Context: an optimization exercise on an open-source flow, tuned for small area, a short achievable clock period and few clock cycles per item. The choices shown serve that exercise and are no tape-out recipe.
In this exercise RTL edits were held to simulation tests only and were not proved equivalent to the original.
Power is estimated from default activity; no workload was simulated.

==> flow/design.v <==
package pmfb_pkg;
   localparam logic [2:0] CMD_PIXEL = 3'd0;
   localparam logic [2:0] CMD_HLINE = 3'd1;
   localparam logic [2:0] CMD_VLINE = 3'd2;
   localparam logic [2:0] CMD_CLEAR = 3'd3;
   localparam logic [2:0] CMD_READ  = 3'd4;
   localparam logic [1:0] MODE_CLEAR  = 2'd0;
   localparam logic [1:0] MODE_SET    = 2'd1;
   localparam logic [1:0] MODE_INVERT = 2'd2;
   localparam logic [1:0] MODE_KEEP   = 2'd3;
endpackage
import pmfb_pkg::*;
module pmfb_geom_pre (
   input  logic [2:0]  command,
   input  logic [7:0]  pos_x,
   input  logic [7:0]  pos_y,
   input  logic [7:0]  line_length,
   input  logic [1:0]  draw_mode,
   input  logic [9:0]  read_address,
   input  logic [1:0]  rotation,
   output logic [7:0]  s,             
   output logic [8:0]  e,             
   output logic [7:0]  t,             
   output logic        row_run,       
   output logic        rev_along,     
   output logic        rev_across,    
   output logic        is_draw,
   output logic        is_read,
   output logic        is_clear,
   output logic        writes,        
   output logic        mode_a,        
   output logic        mode_b,
   output logic        read_ok,       
   output logic [1:0]  read_page
);
   logic       is_vert;
   logic [7:0] len;
   always_comb begin
      is_draw    = (command <= CMD_VLINE);
      is_vert    = (command == CMD_VLINE);
      is_read    = (command == CMD_READ);
      is_clear   = (command == CMD_CLEAR);
      len        = (command == CMD_PIXEL) ? 8'd1 : line_length;
      s          = is_vert ? pos_y : pos_x;
      t          = is_read ? {1'b0, read_address[6:0]} : (is_vert ? pos_x : pos_y);
      e          = {1'b0, s} + {1'b0, len};
      row_run    = is_vert ? rotation[0] : ~rotation[0];
      rev_along  = is_vert ? (rotation[0] ^ rotation[1]) : rotation[1];
      rev_across = is_read ? 1'b0 : (is_vert ? rotation[1] : (rotation[0] ^ rotation[1]));
      writes     = is_draw && (draw_mode != MODE_KEEP);
      mode_a     = (draw_mode == MODE_CLEAR) || is_clear;
      mode_b     = (draw_mode == MODE_CLEAR) || (draw_mode == MODE_INVERT) || is_clear;
      read_ok    = is_read && !read_address[9];
      read_page  = read_address[8:7];
   end
endmodule
module pmfb_geom (
   input  logic [7:0]   s,
   input  logic [8:0]   e,
   input  logic [7:0]   t,
   input  logic         row_run,
   input  logic         rev_along,
   input  logic         rev_across,
   input  logic         is_draw,
   input  logic         is_clear,
   input  logic         writes,
   output logic [31:0]  row_mask,      
   output logic [127:0] col_mask,      
   output logic         clipped
);
   logic [127:0] win, hot, win_r, hot_r, along_c, across_c;
   logic [31:0]  along_r, across_r;
   logic         along_ok, across_ok;
   always_comb begin
      for (int u = 0; u < 128; u++) begin
         win[u] = (9'(u) >= {1'b0, s}) && (9'(u) < e);
         hot[u] = (8'(u) == t);
      end
      for (int u = 0; u < 128; u++) begin
         win_r[u] = win[127 - u];
         hot_r[u] = hot[127 - u];
      end
      along_c  = rev_along  ? win_r : win;
      across_c = rev_across ? hot_r : hot;
      for (int r = 0; r < 32; r++) begin
         along_r[r]  = rev_along  ? win[31 - r] : win[r];
         across_r[r] = rev_across ? hot[31 - r] : hot[r];
      end
      along_ok  = (e != {1'b0, s}) && (row_run ? (s < 8'd128) : (s < 8'd32));
      across_ok = row_run ? (t < 8'd32) : (t < 8'd128);
      clipped   = is_draw && !(along_ok && across_ok);
      if (is_clear) begin
         row_mask = '1;
         col_mask = '1;
      end else begin
         row_mask = writes ? (row_run ? across_r : along_r) : '0;
         col_mask = (is_draw && row_run) ? along_c : across_c;
      end
   end
endmodule
module pmfb_store (
   input  logic         clock,
   input  logic [31:0]  row_mask_n,    
   input  logic [127:0] col_mask_n,    
   input  logic [31:0]  row_a,
   input  logic [127:0] col_b,
   output logic [31:0]  col_data
);
   logic [4095:0] bits, nxt;
   for (genvar r = 0; r < 32; r++) begin : g_row
      for (genvar c = 0; c < 128; c++) begin : g_col
         assign nxt[r*128+c] = ~((bits[r*128+c] | row_a[r]) & col_b[c]);
         always_ff @(posedge clock) begin
            if (!(row_mask_n[r] || col_mask_n[c])) begin
               bits[r*128+c] <= nxt[r*128+c];
            end
         end
      end
      assign col_data[r] = ~&nxt[r*128 +: 128];
   end
endmodule
import pmfb_pkg::*;
module paged_mono_framebuffer_draw #(
   parameter int DISPLAY_WIDTH  = 128,
   parameter int DISPLAY_HEIGHT = 32
) (
   input  logic        clock,
   input  logic        reset,
   input  logic        req_tvalid,
   output logic        req_tready,
   input  logic [39:0] req_tdata,
   input  logic [2:0]  req_tuser,
   output logic        rsp_tvalid,
   input  logic        rsp_tready,
   output logic [15:0] rsp_tdata,
   input  logic        csr_wr_en,
   input  logic [1:0]  csr_wr_data
);
   localparam int QDEPTH = 4;                
   localparam int CAP    = QDEPTH + 1;       
   logic        ready_ff;
   logic [2:0]  outstanding_ff;              
   logic [1:0]  rot_ff;
   logic        accept, take;
   assign accept = req_tvalid && ready_ff;
   assign take   = rsp_tvalid && rsp_tready;
   always_ff @(posedge clock) begin
      if (reset) begin
         rot_ff         <= 2'd0;
         outstanding_ff <= '0;
         ready_ff       <= 1'b1;
      end else begin
         if (csr_wr_en) rot_ff <= csr_wr_data;
         outstanding_ff <= outstanding_ff + 3'(accept) - 3'(take);
         case ({accept, take})
            2'b10:   ready_ff <= (outstanding_ff < 3'(CAP - 1));
            2'b01:   ready_ff <= 1'b1;
            default: ready_ff <= (outstanding_ff < 3'(CAP));
         endcase
      end
   end
   assign req_tready = ready_ff;
   logic [7:0] p_s, p_t;
   logic [8:0] p_e;
   logic       p_row_run, p_rev_along, p_rev_across, p_is_draw, p_is_read, p_is_clear;
   logic       p_writes, p_mode_a, p_mode_b, p_read_ok;
   logic [1:0] p_read_page;
   pmfb_geom_pre u_pre (
      .command     (req_tuser),
      .pos_x       (req_tdata[7:0]),
      .pos_y       (req_tdata[15:8]),
      .line_length (req_tdata[23:16]),
      .draw_mode   (req_tdata[25:24]),
      .read_address(req_tdata[35:26]),
      .rotation    (rot_ff),
      .s           (p_s),
      .e           (p_e),
      .t           (p_t),
      .row_run     (p_row_run),
      .rev_along   (p_rev_along),
      .rev_across  (p_rev_across),
      .is_draw     (p_is_draw),
      .is_read     (p_is_read),
      .is_clear    (p_is_clear),
      .writes      (p_writes),
      .mode_a      (p_mode_a),
      .mode_b      (p_mode_b),
      .read_ok     (p_read_ok),
      .read_page   (p_read_page)
   );
   logic       a_valid_ff;
   logic [7:0] a_s_ff, a_t_ff;
   logic [8:0] a_e_ff;
   logic       a_row_run_ff, a_rev_along_ff, a_rev_across_ff, a_is_draw_ff, a_is_clear_ff;
   logic       a_writes_ff, a_mode_a_ff, a_mode_b_ff, a_read_ok_ff, a_is_read_ff;
   logic [1:0] a_read_page_ff;
   always_ff @(posedge clock) begin
      a_s_ff          <= p_s;
      a_e_ff          <= p_e;
      a_t_ff          <= p_t;
      a_row_run_ff    <= p_row_run;
      a_rev_along_ff  <= p_rev_along;
      a_rev_across_ff <= p_rev_across;
      a_is_draw_ff    <= p_is_draw;
      a_is_clear_ff   <= p_is_clear;
      a_is_read_ff    <= p_is_read;
      a_writes_ff     <= p_writes;
      a_mode_a_ff     <= p_mode_a;
      a_mode_b_ff     <= p_mode_b;
      a_read_ok_ff    <= p_read_ok;
      a_read_page_ff  <= p_read_page;
      if (reset) begin
         a_valid_ff <= 1'b0;
      end else begin
         a_valid_ff <= accept;
      end
   end
   logic [31:0]  g_row_mask;
   logic [127:0] g_col_mask;
   logic         g_clipped;
   pmfb_geom u_geom (
      .s         (a_s_ff),
      .e         (a_e_ff),
      .t         (a_t_ff),
      .row_run   (a_row_run_ff),
      .rev_along (a_rev_along_ff),
      .rev_across(a_rev_across_ff),
      .is_draw   (a_is_draw_ff),
      .is_clear  (a_is_clear_ff),
      .writes    (a_writes_ff),
      .row_mask  (g_row_mask),
      .col_mask  (g_col_mask),
      .clipped   (g_clipped)
   );
   logic         b_valid_ff;
   logic [31:0]  b_row_mask_n_ff, row_a;
   logic [127:0] b_col_mask_n_ff, col_b;
   logic         b_mode_a_ff, b_mode_b_ff, b_clipped_ff, b_read_ok_ff;
   logic [1:0]   b_read_page_ff;
   always_ff @(posedge clock) begin
      b_clipped_ff   <= g_clipped;
      b_read_ok_ff   <= a_read_ok_ff;
      b_read_page_ff <= a_read_page_ff;
      if (reset) begin
         b_valid_ff      <= 1'b0;
         b_row_mask_n_ff <= '0;
         b_col_mask_n_ff <= '0;
         b_mode_a_ff     <= 1'b1;
         b_mode_b_ff     <= 1'b1;
      end else begin
         b_valid_ff      <= a_valid_ff;
         b_row_mask_n_ff <= a_valid_ff ? ~g_row_mask : '1;
         b_col_mask_n_ff <= ~g_col_mask;
         b_mode_a_ff     <= a_mode_a_ff;
         b_mode_b_ff     <= a_mode_b_ff || a_is_read_ff;
      end
   end
   assign row_a = ~b_row_mask_n_ff & {32{b_mode_a_ff}};
   assign col_b = ~b_col_mask_n_ff & {128{b_mode_b_ff}};
   logic [31:0] col_data;
   pmfb_store u_store (
      .clock     (clock),
      .row_mask_n(b_row_mask_n_ff),
      .col_mask_n(b_col_mask_n_ff),
      .row_a     (row_a),
      .col_b     (col_b),
      .col_data  (col_data)
   );
   logic        r_valid_ff, r_clipped_ff, r_read_ok_ff;
   logic [1:0]  r_read_page_ff;
   logic [31:0] r_col_data_ff;
   always_ff @(posedge clock) begin
      r_col_data_ff  <= col_data;
      r_clipped_ff   <= b_clipped_ff;
      r_read_ok_ff   <= b_read_ok_ff;
      r_read_page_ff <= b_read_page_ff;
      if (reset) begin
         r_valid_ff <= 1'b0;
      end else begin
         r_valid_ff <= b_valid_ff;
      end
   end
   logic [7:0] rd_byte;
   logic [8:0] rsp_new;
   always_comb begin
      case (r_read_page_ff)
         2'd0:    rd_byte = r_col_data_ff[7:0];
         2'd1:    rd_byte = r_col_data_ff[15:8];
         2'd2:    rd_byte = r_col_data_ff[23:16];
         default: rd_byte = r_col_data_ff[31:24];
      endcase
      rsp_new = {r_clipped_ff, r_read_ok_ff ? rd_byte : 8'h00};
   end
   logic       out_valid_ff;
   logic [8:0] out_data_ff;
   logic [8:0] q_data_ff [QDEPTH];
   logic [1:0] q_rd_ff, q_wr_ff;
   logic [2:0] q_count_ff;
   logic       out_load, q_empty, q_pop, q_push;
   assign out_load = !out_valid_ff || rsp_tready;
   assign q_empty  = (q_count_ff == 3'd0);
   assign q_pop    = out_load && !q_empty;
   assign q_push   = r_valid_ff && !(out_load && q_empty);
   always_ff @(posedge clock) begin
      if (q_push) q_data_ff[q_wr_ff] <= rsp_new;
      if (out_load) out_data_ff <= q_empty ? rsp_new : q_data_ff[q_rd_ff];
      if (reset) begin
         out_valid_ff <= 1'b0;
         q_rd_ff      <= '0;
         q_wr_ff      <= '0;
         q_count_ff   <= '0;
      end else begin
         if (out_load) out_valid_ff <= !q_empty || r_valid_ff;
         if (q_push) q_wr_ff <= q_wr_ff + 2'd1;
         if (q_pop)  q_rd_ff <= q_rd_ff + 2'd1;
         q_count_ff <= q_count_ff + 3'(q_push) - 3'(q_pop);
      end
   end
   assign rsp_tvalid = out_valid_ff;
   assign rsp_tdata  = {7'd0, out_data_ff};
endmodule
==> flow/config.mk <==
export PLATFORM = sky130hd
export DESIGN_NAME = paged_mono_framebuffer_draw
export DESIGN_NICKNAME = paged_mono_framebuffer_draw
export VERILOG_FILES = /design/flow/design.v
export SDC_FILE = /design/flow/constraint.sdc
export NUM_CORES = 4
export LEC_CHECK = 0
export CAP_MARGIN = 20
export CORE_MARGIN = 2
export CORE_UTILIZATION = 25
export PLACE_DENSITY = 0.45
export SLEW_MARGIN = 20
export SYNTH_MEMORY_MAX_BITS = 8192
==> flow/run.sh <==
#!/bin/bash
# synth_recipe.tcl (not shown) runs the flow's synth.tcl, then flattens the netlist and writes it again
# the make line also repeats each setting of config.mk as NAME=value (left out here)
make -C /OpenROAD-flow-scripts/flow DESIGN_CONFIG=/design/flow/config.mk WORK_HOME=/design/flow/orfs CLKGATE_MAP_FILE= SYNTH_SCRIPT=/design/flow/synth_recipe.tcl finish
==> flow/constraint.sdc <==
create_clock -name core_clock -period 10.0 [get_ports {clock}]
set_input_delay 2.0000 -clock core_clock [delete_from_list [all_inputs] [get_ports {clock}]]
set_output_delay 2.0000 -clock core_clock [all_outputs]
set_load 0.01 [all_outputs]
==> impl_results.md, run 1 <==
* # resized after CTS at 0
* Dpl ws at 4.84 ns
* Skew final at 0.113 ns
* Main synth FF type: edfxtp_1
* Final setup fails at 0
* Layout cells sized above 1 at 10.2%
* DIE HEIGHT at 880 µm
* Final min period at 5.43 ns
* # clock sinks at 4399
* Worst vdd ir at 0.159 mV
* Min-delay src: b_read_ok_ff$_DFF_P_
* Most instantiated cells after synthesis: 4294 x nor2_1, 4271 x o21ai_0, 4141 x edfxtp_1, 1837 x clkbuf_1, 1094 x nand4_1
* Dpl hpwl at just over 600000 µm
* Ys Warns at 4
* Vias in the first global route at 143k
* P&R area growth vs syn at 14.3%
* Seq cells post-synth at 4399
* Core area at 0.764 mm²
* Rel. slew slack at under 10%
* HP Class: reg2reg
* Seq/Total Area, Yosys at around 68%
* Routability Congestion at 0.987
* Die area at 0.774 mm²
* First-pass GRT wire length at between 1000000 and 1500000 µm
* Share of the synthesized area in the top cell type at 64.8%
* Port Buffer Count at 56
* Layout Nets at 16.8k
* Die Wd at a little under 900 µm
* Max-cap violations at 0
* DRT antenna net count at 0
* Worst Slack Setup Final at about 4.6 ns
* Htree depth at 5
* Min-Delay Path Depth at 0
* Clock Latency Late Sink at 1.14 ns
* Routed Wire Length at between 1000000 and 1500000 µm
* Via/cell ratio at about 6
* Synth area leader: edfxtp_1
* Syn avg cell area at 10.9 µm²
* CP arrival at 6.41 ns
* CTS clk-pin slew, worst paths at ~0.07 ns
* Aggregate global-route resource usage at approximately 25%
* Async S/R FF share, synth at 0%
* Crit path kind: reg2reg
* Largest net degree at the start of global routing at roughly 130
* Final Hold Slack at around 0.33 ns
* DRC Markers at 0
* RSZ-0062 raised after global routing: no
* Initial core utilization at 25.1%
* Final period utilization at 54.3%
* Hold Violations, Final at 0
* Cell Area, Synth at 0.192 mm²
* Fin util at 28.7%
* Yosys cell types at 90
* # Post-CTS Setup Buffers at 0
* Worst-Margin Slew at 1.39 ns
* Critical Path Start: b_mode_b_ff$_SDFF_PP1_
* Cell count after synthesis at 17.6k
* Initial antenna violation count at 241
* CTS tree: done
* Leakage power at 69.6 nW
* Clock root buffer: clkbuf_16
* Clock Path Buffers at 4
* Cell with the most instances after synthesis: nor2_1
* Outcome: timing/DRC/antenna clean
* Worst setup SP type: register
* CP max FO at 27
* Crit path required time at 10.98 ns
* Overflow after GRT at 0
* Setup TNS at 0 ns
* Achievable frequency at 184 MHz
* RR Startpoint: b_mode_b_ff$_SDFF_PP1_
* I/O Pins at 68
* Area contributors post-synth: edfxtp_1 65%, o21ai_0 11%, nor2_1 8.4%
* PwrDens at ~230 mW/mm²
* Post-synth EDFFs at 4141
* Pre-antenna DRT Iters at 7
* DRT iter0 DRCs at 34.0k
* Drt wl/cell at 36.6 µm
* Setup crit end kind: register
* Final Slew Violations at 0
* Reg2Reg Depth at 9
* CTS Buf Count at ~460
* Row Count at ~320
* Post-CTS Hold Fix Bufs at 0
* DR vias at 161k
==> cells in the final DEF, fill, tap and decap left out, drive strengths merged, types with 153 or more instances in the layout <==
cell / Yosys / layout
nand2: 218 / 218
a21oi: 153 / 153
clkinv: 1 / 209
clkbuf: 1838 / 608
nor4: 273 / 273
edfxtp: 4141 / 4141
dfxtp: 258 / 258
diode: 0 / 194
nor2: 4294 / 4294
nor2b: 183 / 183
o21ai: 4279 / 4279
nand4: 1094 / 1094
buf: 156 / 669
==> sequential cells by signal, indices dropped and copies added, names as in the netlist, 2 cells and up, named ones only <==
signal and flops:
a_e_ff 9, a_read_page_ff 2, a_s_ff 8, a_t_ff 8, b_col_mask_n_ff 128, b_read_page_ff 2, b_row_mask_n_ff 32, out_data_ff 9
outstanding_ff 3, q_count_ff 3, q_data_ff 36, q_rd_ff 2, q_wr_ff 2, r_col_data_ff 32, r_read_page_ff 2, rot_ff 2
u_store.bits 4096
==> layer usage <==
layer | share of wire, % | vias up | track usage [%]
met1 | 39 | 81870 | 33.7
met3 | 14 | 2548 | 8.12
met4 | 6.7 | 62 | 13.6
met5 | 0.041 | - | 0
met2 | 40 | 13592 | 34.4
li1 | - | 62720 | -
==> area by class of cell <==
cell class	instances	area, µm²
antenna	194	485
clock buffer	608	12300
clock inverter	246	1990
fill	78631	545000
inverter	29	109
multi-input combinational	11162	56000
sequential	4399	130000
tap	10174	12700
timing repair buffer	725	5810
==> critical path, stage by stage (launching register included) <==
cell and delay (ns):
dfxtp_4 0.57, buf_4 0.45, buf_4 0.36, nor2b_4 0.27, buf_4 0.35, o21ai_0 0.30
nand4_1 0.19, nor4_4 0.88, nand4_1 1.06, or2_1 0.55
==> through the flow <==
stage | area (µm²) | cells | power [W]
finish | 219000 | 27537 | 0.0513
global route | 219000 | 27366 | 0.0522
CTS | 219000 | 27341 | 0.0507
detailed placement | 204000 | 26487 | 0.0338
global placement | 204000 | 26485 | 0.0337
floorplan | 192000 | 17584 | 0.0282
==> cell families after synthesis <==
kind of cell             count (synthesis)  synth area share, %
other                                    1              0.00196
multiplexers                            45                0.357
adder cells (fa/ha/maj)                 22                0.155
AND/OR/NAND/NOR                       6294                 14.8
XOR/XNOR                                22                0.100
buffers and inverters                 2023                 4.15
flip-flops                            4399                 67.5
AO/OA/AOI/OAI                         4772                 13.0
==> where the power goes <==
part / internal [W] / switching (W) / total, W
logic: 0.00191 / 0.00861 / 0.0105
registers: 0.0228 / 0.000798 / 0.0236
clock network: 0.00921 / 0.00793 / 0.0171
total: 0.0340 / 0.0173 / 0.0513
==> path summary, 6_finish.rpt <==
check / end / slack [ns]
worst max-delay path: r_col_data_ff[6]$_DFF_P_ / 4.57
worst min-delay path: r_read_ok_ff$_DFF_P_ / 0.33
worst max register to register: r_col_data_ff[6]$_DFF_P_ / 4.57
worst min register to register: r_read_ok_ff$_DFF_P_ / 0.33
Testbench counts, summed over its fixed seeds: cycles 4,956, items 4,800.
==> run 2: changes to the inputs <==
==> flow/flow/run.sh (new file) <==
#!/bin/bash
# Own layout flow: the standard flow (standard.sh) with its synthesis
# unchanged, then the layout with timing repair aimed at a shorter period
# than the 10 ns clock and the ports buffered with buf_4 cells instead of the
# default delay buffers. Each step's full output goes to its own log here.
set -uo pipefail
bash standard.sh synth > synth.log 2>&1 || exit 1
bash standard.sh SETUP_SLACK_MARGIN=6.3 TNS_END_PERCENT=100 \
   "BUFFER_PORTS_ARGS=-buffer_cell sky130_fd_sc_hd__buf_4" finish > layout.log 2>&1 || exit 1
==> flow/standard.sh (new file) <==
#!/bin/bash
# synth_recipe.tcl (not shown) runs the flow's synth.tcl, then flattens the netlist and writes it again
# the make line also repeats each setting of config.mk as NAME=value (left out here)
make -C /OpenROAD-flow-scripts/flow DESIGN_CONFIG=/design/flow/config.mk WORK_HOME=/design/flow/orfs CLKGATE_MAP_FILE= SYNTH_SCRIPT=/design/flow/synth_recipe.tcl "${@:-finish}"
removed: flow/run.sh
==> impl_results.md, run 2 <==
* Seq/Total Area, Yosys at 67.5% (unchanged)
* Die Wd at 880 µm (unchanged)
* Min-Delay Path Depth at 0 (unchanged)
* Yosys cell types at 90 (unchanged)
* CP top delay family: simple AND/OR/NAND/NOR gates (unchanged)
* Crit path kind: reg2reg (unchanged)
* Routed Wire Length at 1040000 µm (was 1010000 µm)
* Final Slew Violations at 0 (unchanged)
* Outcome: timing/DRC/antenna clean (unchanged)
* Main synth FF type: edfxtp_1 (unchanged)
* PwrDens at 231 mW/mm² (was 234 mW/mm²)
* # clock sinks at 4399 (unchanged)
* CP max stage delay at 1.18 ns (was 1.06 ns)
* Async S/R FF share, synth at 0% (unchanged)
* Drt wl/cell at 37.6 µm (was 36.6 µm)
* Pre-antenna DRT Iters at 8 (was 7)
* P&R area growth vs syn at 16.8% (was 14.3%)
* Hold Violations, Final at 0 (unchanged)
* DRC Markers at 0 (unchanged)
* Most instantiated cells after synthesis: 4294 x nor2_1, 4271 x o21ai_0, 4141 x edfxtp_1, 1837 x clkbuf_1, 1094 x nand4_1 (unchanged)
* Reg area at 0.130 mm² (about the same)
* CTS clk-pin slew, worst paths at 0.07 ns (about the same)
* Initial antenna violation count at 250 (was 241)
* Hold worst-path end: r_read_page_ff[1]$_DFF_P_ (was r_read_ok_ff$_DFF_P_)
* Area contributors post-synth: edfxtp_1 65%, o21ai_0 11%, nor2_1 8.4% (unchanged)
* Top Registers: u_store.bits (4096), b_col_mask_n_ff (128), q_data_ff (36) (unchanged)
* Ys Warns at 4 (unchanged)
* Multi-input gate area at 0.0578 mm² (was 0.0560 mm²)
* Cell with the most instances after synthesis: nor2_1 (unchanged)
* I/O Pins at 68 (unchanged)
* Worst setup SP type: register (unchanged)
* Syn avg cell area at 10.9 µm² (unchanged)
* RR Startpoint: b_mode_a_ff$_SDFF_PP1_ (was b_mode_b_ff$_SDFF_PP1_)
* Final min period at 4.39 ns (was 5.43 ns)
* Vias in the first global route at 143k (about the same)
* Post-synth EDFFs at 4141 (unchanged)
* Layout Nets at 17.0k (was 16.8k)
* Reg2Reg Setup Slack at 5.61 ns (was 4.57 ns)
* CP max FO at 65 (was 27)
* Htree depth at 5 (unchanged)
* DRT iter0 DRCs at 33.5k (was 34.0k)
* DRT antenna net count at 0 (unchanged)
* CTS Buf Count at 455 (was 458)
* Dpl hpwl at 621000 µm (was 620000 µm)
* Die area at 0.774 mm² (unchanged)
* Setup crit end kind: register (unchanged)
* Crit path required time at 11.05 ns (was 10.98 ns)
* DIE HEIGHT at 880 µm (unchanged)
* Min-delay src: b_read_page_ff[1]$_DFF_P_ (was b_read_ok_ff$_DFF_P_)
* Layout fillers at 78.3k (was 78.6k)
* Worst-Margin Slew at 1.32 ns (was 1.39 ns)
* Setup TNS at 0 ns (unchanged)
* Rel. slew slack at 11.8% (was 6.30%)
* Slowest cell on the critical path: nand4_1 (unchanged)
* Achievable frequency at 228 MHz (was 184 MHz)
* Row Count at 321 (unchanged)
* Clock root buffer: clkbuf_16 (unchanged)
* Reg2Reg Depth at 8 (was 9)
* Overflow after GRT at 0 (unchanged)
* Initial core utilization at 25.1% (unchanged)
* Worst vdd ir at 0.171 mV (was 0.159 mV)
* Clock Path Buffers at 4 (unchanged)
* Clock Latency Late Sink at 1.20 ns (was 1.14 ns)
* Max reg flops at 4096 (unchanged)
* Max-cap violations at 0 (unchanged)
* Skew final at 0.127 ns (was 0.113 ns)
* Seq cells post-synth at 4399 (unchanged)
* CTS tree: done (unchanged)
* Cell Area, Synth at 0.192 mm² (unchanged)
* Synth area leader: edfxtp_1 (unchanged)
* Leakage power at 71.7 nW (was 69.6 nW)
* Share of the synthesized area in the top cell type at 64.8% (unchanged)
* HP Class: reg2reg (unchanged)
* Worst Slack Setup Final at 5.61 ns (was 4.57 ns)
* DR vias at 163k (was 161k)
* Layout cells sized above 1 at 13.0% (was 10.2%)
* Aggregate global-route resource usage at 25.3% (was 24.7%)
* Final setup fails at 0 (unchanged)
* Biggest register: u_store.bits (unchanged)
* CP arrival at 5.44 ns (was 6.41 ns)
* Most frequent cells in the layout: 4292 x nor2_1, 4141 x edfxtp_1, 3719 x o21ai_0 (was 4293 x nor2_1, 4270 x o21ai_0, 4141 x edfxtp_1)
* Reg2reg end: r_col_data_ff[9]$_DFF_P_ (was r_col_data_ff[6]$_DFF_P_)
* Most common cell after layout, fill and taps aside: nor2_1 (unchanged)
* Most frequent CP cell: nand4_1 (was buf_4)
* Largest net degree at the start of global routing at 113 (was 125)
* Cell count after synthesis at 17.6k (unchanged)
* Core area at 0.764 mm² (unchanged)
* Port Buffer Count at 56 (unchanged)
* RSZ-0062 raised after global routing: yes (was no)
* Dpl ws at 5.05 ns (was 4.84 ns)
* First-pass GRT wire length at 1340000 µm (was 1320000 µm)
* Routability Congestion at 0.964 (was 0.987)
* Worst Path Buf+Inv at 2 (was 3)
* Via/cell ratio at 5.88 (was 5.84)
* CP cell instances: buf_16 > nor2b_4 > buf_12 > o21ai_4 > nand4_1 > nor4_4 > nand4_1 > or2_1 (was buf_4 > buf_4 > nor2b_4 > buf_4 > o21ai_0 > nand4_1 > nor4_4 > nand4_1 > or2_1)
* Final period utilization at 43.9% (was 54.3%)
run 2: cell type report:
class                           instances  share of cell area [%]
Sequential cell                      4399                    57.9
Inverter                               29                  0.0486
Clock inverter                        233                   0.785
Clock buffer                          611                    5.49
Antenna cell                          240                   0.268
Multi-Input combinational cell      11171                    25.8
Tap cell                            10174                    5.68
Timing Repair Buffer                  910                    4.02
run 2: logic make-up after synthesis:
logic type | share of synthesized area [%]
xor gates and xnor gates | 0.100
muxes | 0.357
and+or+nand+nor | 14.8
buffers and inverters | 4.15
other | 0.00196
AOI/OAI and AO/OA | 13.0
adders and majority gates | 0.155
DFF | 67.5
run 2: power by group:
| group | total (W) | internal (W) | switching, W |
|---|---|---|---|
| clock network | 0.0169 | 0.00904 | 0.00789 |
| registers | 0.0237 | 0.0228 | 0.000836 |
| logic | 0.0113 | 0.00222 | 0.00903 |
| total | 0.0518 | 0.0341 | 0.0177 |
run 2: timing repair:
| item | in CTS | in global routing |
|---|---|---|
| buffers inserted | 88 | 67 |
| setup endpoints to repair | 155 | 33 |
| cloned | 14 | 18 |
| pin swaps | 89 | 109 |
| gates resized for setup | 565 | 599 |
| hold buffers | 0 | 0 |
run 2: metrics by stage:
step | util, % | total power, W | area, µm² | hold WS, ns | instances
2_1_floorplan | - | 0.0283 | 192000 | 0.310 | 17584
3_3_place_gp | 26.7 | 0.0337 | 204000 | 0.316 | 26493
3_5_place_dp | 26.7 | 0.0338 | 204000 | 0.314 | 26494
4_1_cts | 28.9 | 0.0508 | 221000 | 0.319 | 27440
5_1_grt | 29.3 | 0.0526 | 224000 | 0.322 | 27562
6_report | 29.3 | 0.0518 | 224000 | 0.310 | 27767
run 2: worst max path at each step:
stage / start / endpoint / slack [ns] / cells past startpoint
detailed placement: b_mode_b_ff$_SDFF_PP1_ / r_col_data_ff[15]$_DFF_P_ / 5.05 / 9
global route: b_mode_a_ff$_SDFF_PP1_ / r_col_data_ff[9]$_DFF_P_ / 5.94 / 8
CTS: b_mode_a_ff$_SDFF_PP1_ / r_col_data_ff[9]$_DFF_P_ / 6.09 / 8
global placement: b_mode_b_ff$_SDFF_PP1_ / r_col_data_ff[15]$_DFF_P_ / 5.05 / 9
finish: b_mode_a_ff$_SDFF_PP1_ / r_col_data_ff[9]$_DFF_P_ / 5.61 / 8
floorplan: req_tuser[0] / a_e_ff[6]$_DFF_P_ / 6.02 / 10
run 2: per-layer routing:
metal	GRT usage (%)	routed length [µm]	vias to the layer above
li1	-	-	63230
met1	34.0	397000	82779
met2	35.6	419000	14198
met3	8.31	152000	2844
met4	14.5	74700	88
met5	0	726	-

separate check: timing with driven ports:
The results above use ideal ports. As a check the final layouts listed here were re-extracted and re-timed, cells and wires unchanged.
Step 1: set_driving_cell puts a clkbuf_16 on clock and a buf_2 on each other input, an assumption about the parent block.
Step 2, shift: input delay + t, output delay - t, t = (earliest + latest rising clock arrival at the registers) / 2. This alone moves slack from input paths to output paths.
Three values: ideal ports, drivers, drivers and shift; two values: the first two.
| run | t (ns) | setup WS [ns] | worst setup path at the end | slew at the worst register clock pin (ns) | cell pins on the clock port's net |
|---|---|---|---|---|---|
| run 1 | 1.232 | 4.571 / 4.571 / 4.538 | input to register | 0.08 / 0.08 | 1 |
| run 2 | 1.258 | 5.607 / 5.607 / 5.530 | input to register | 0.07 / 0.07 | 1 |
After both steps every run listed still meets setup and hold. For run 2, which loses most, drivers alone change the setup slack by 0.000 ns; drivers and shift together by -0.077 ns.
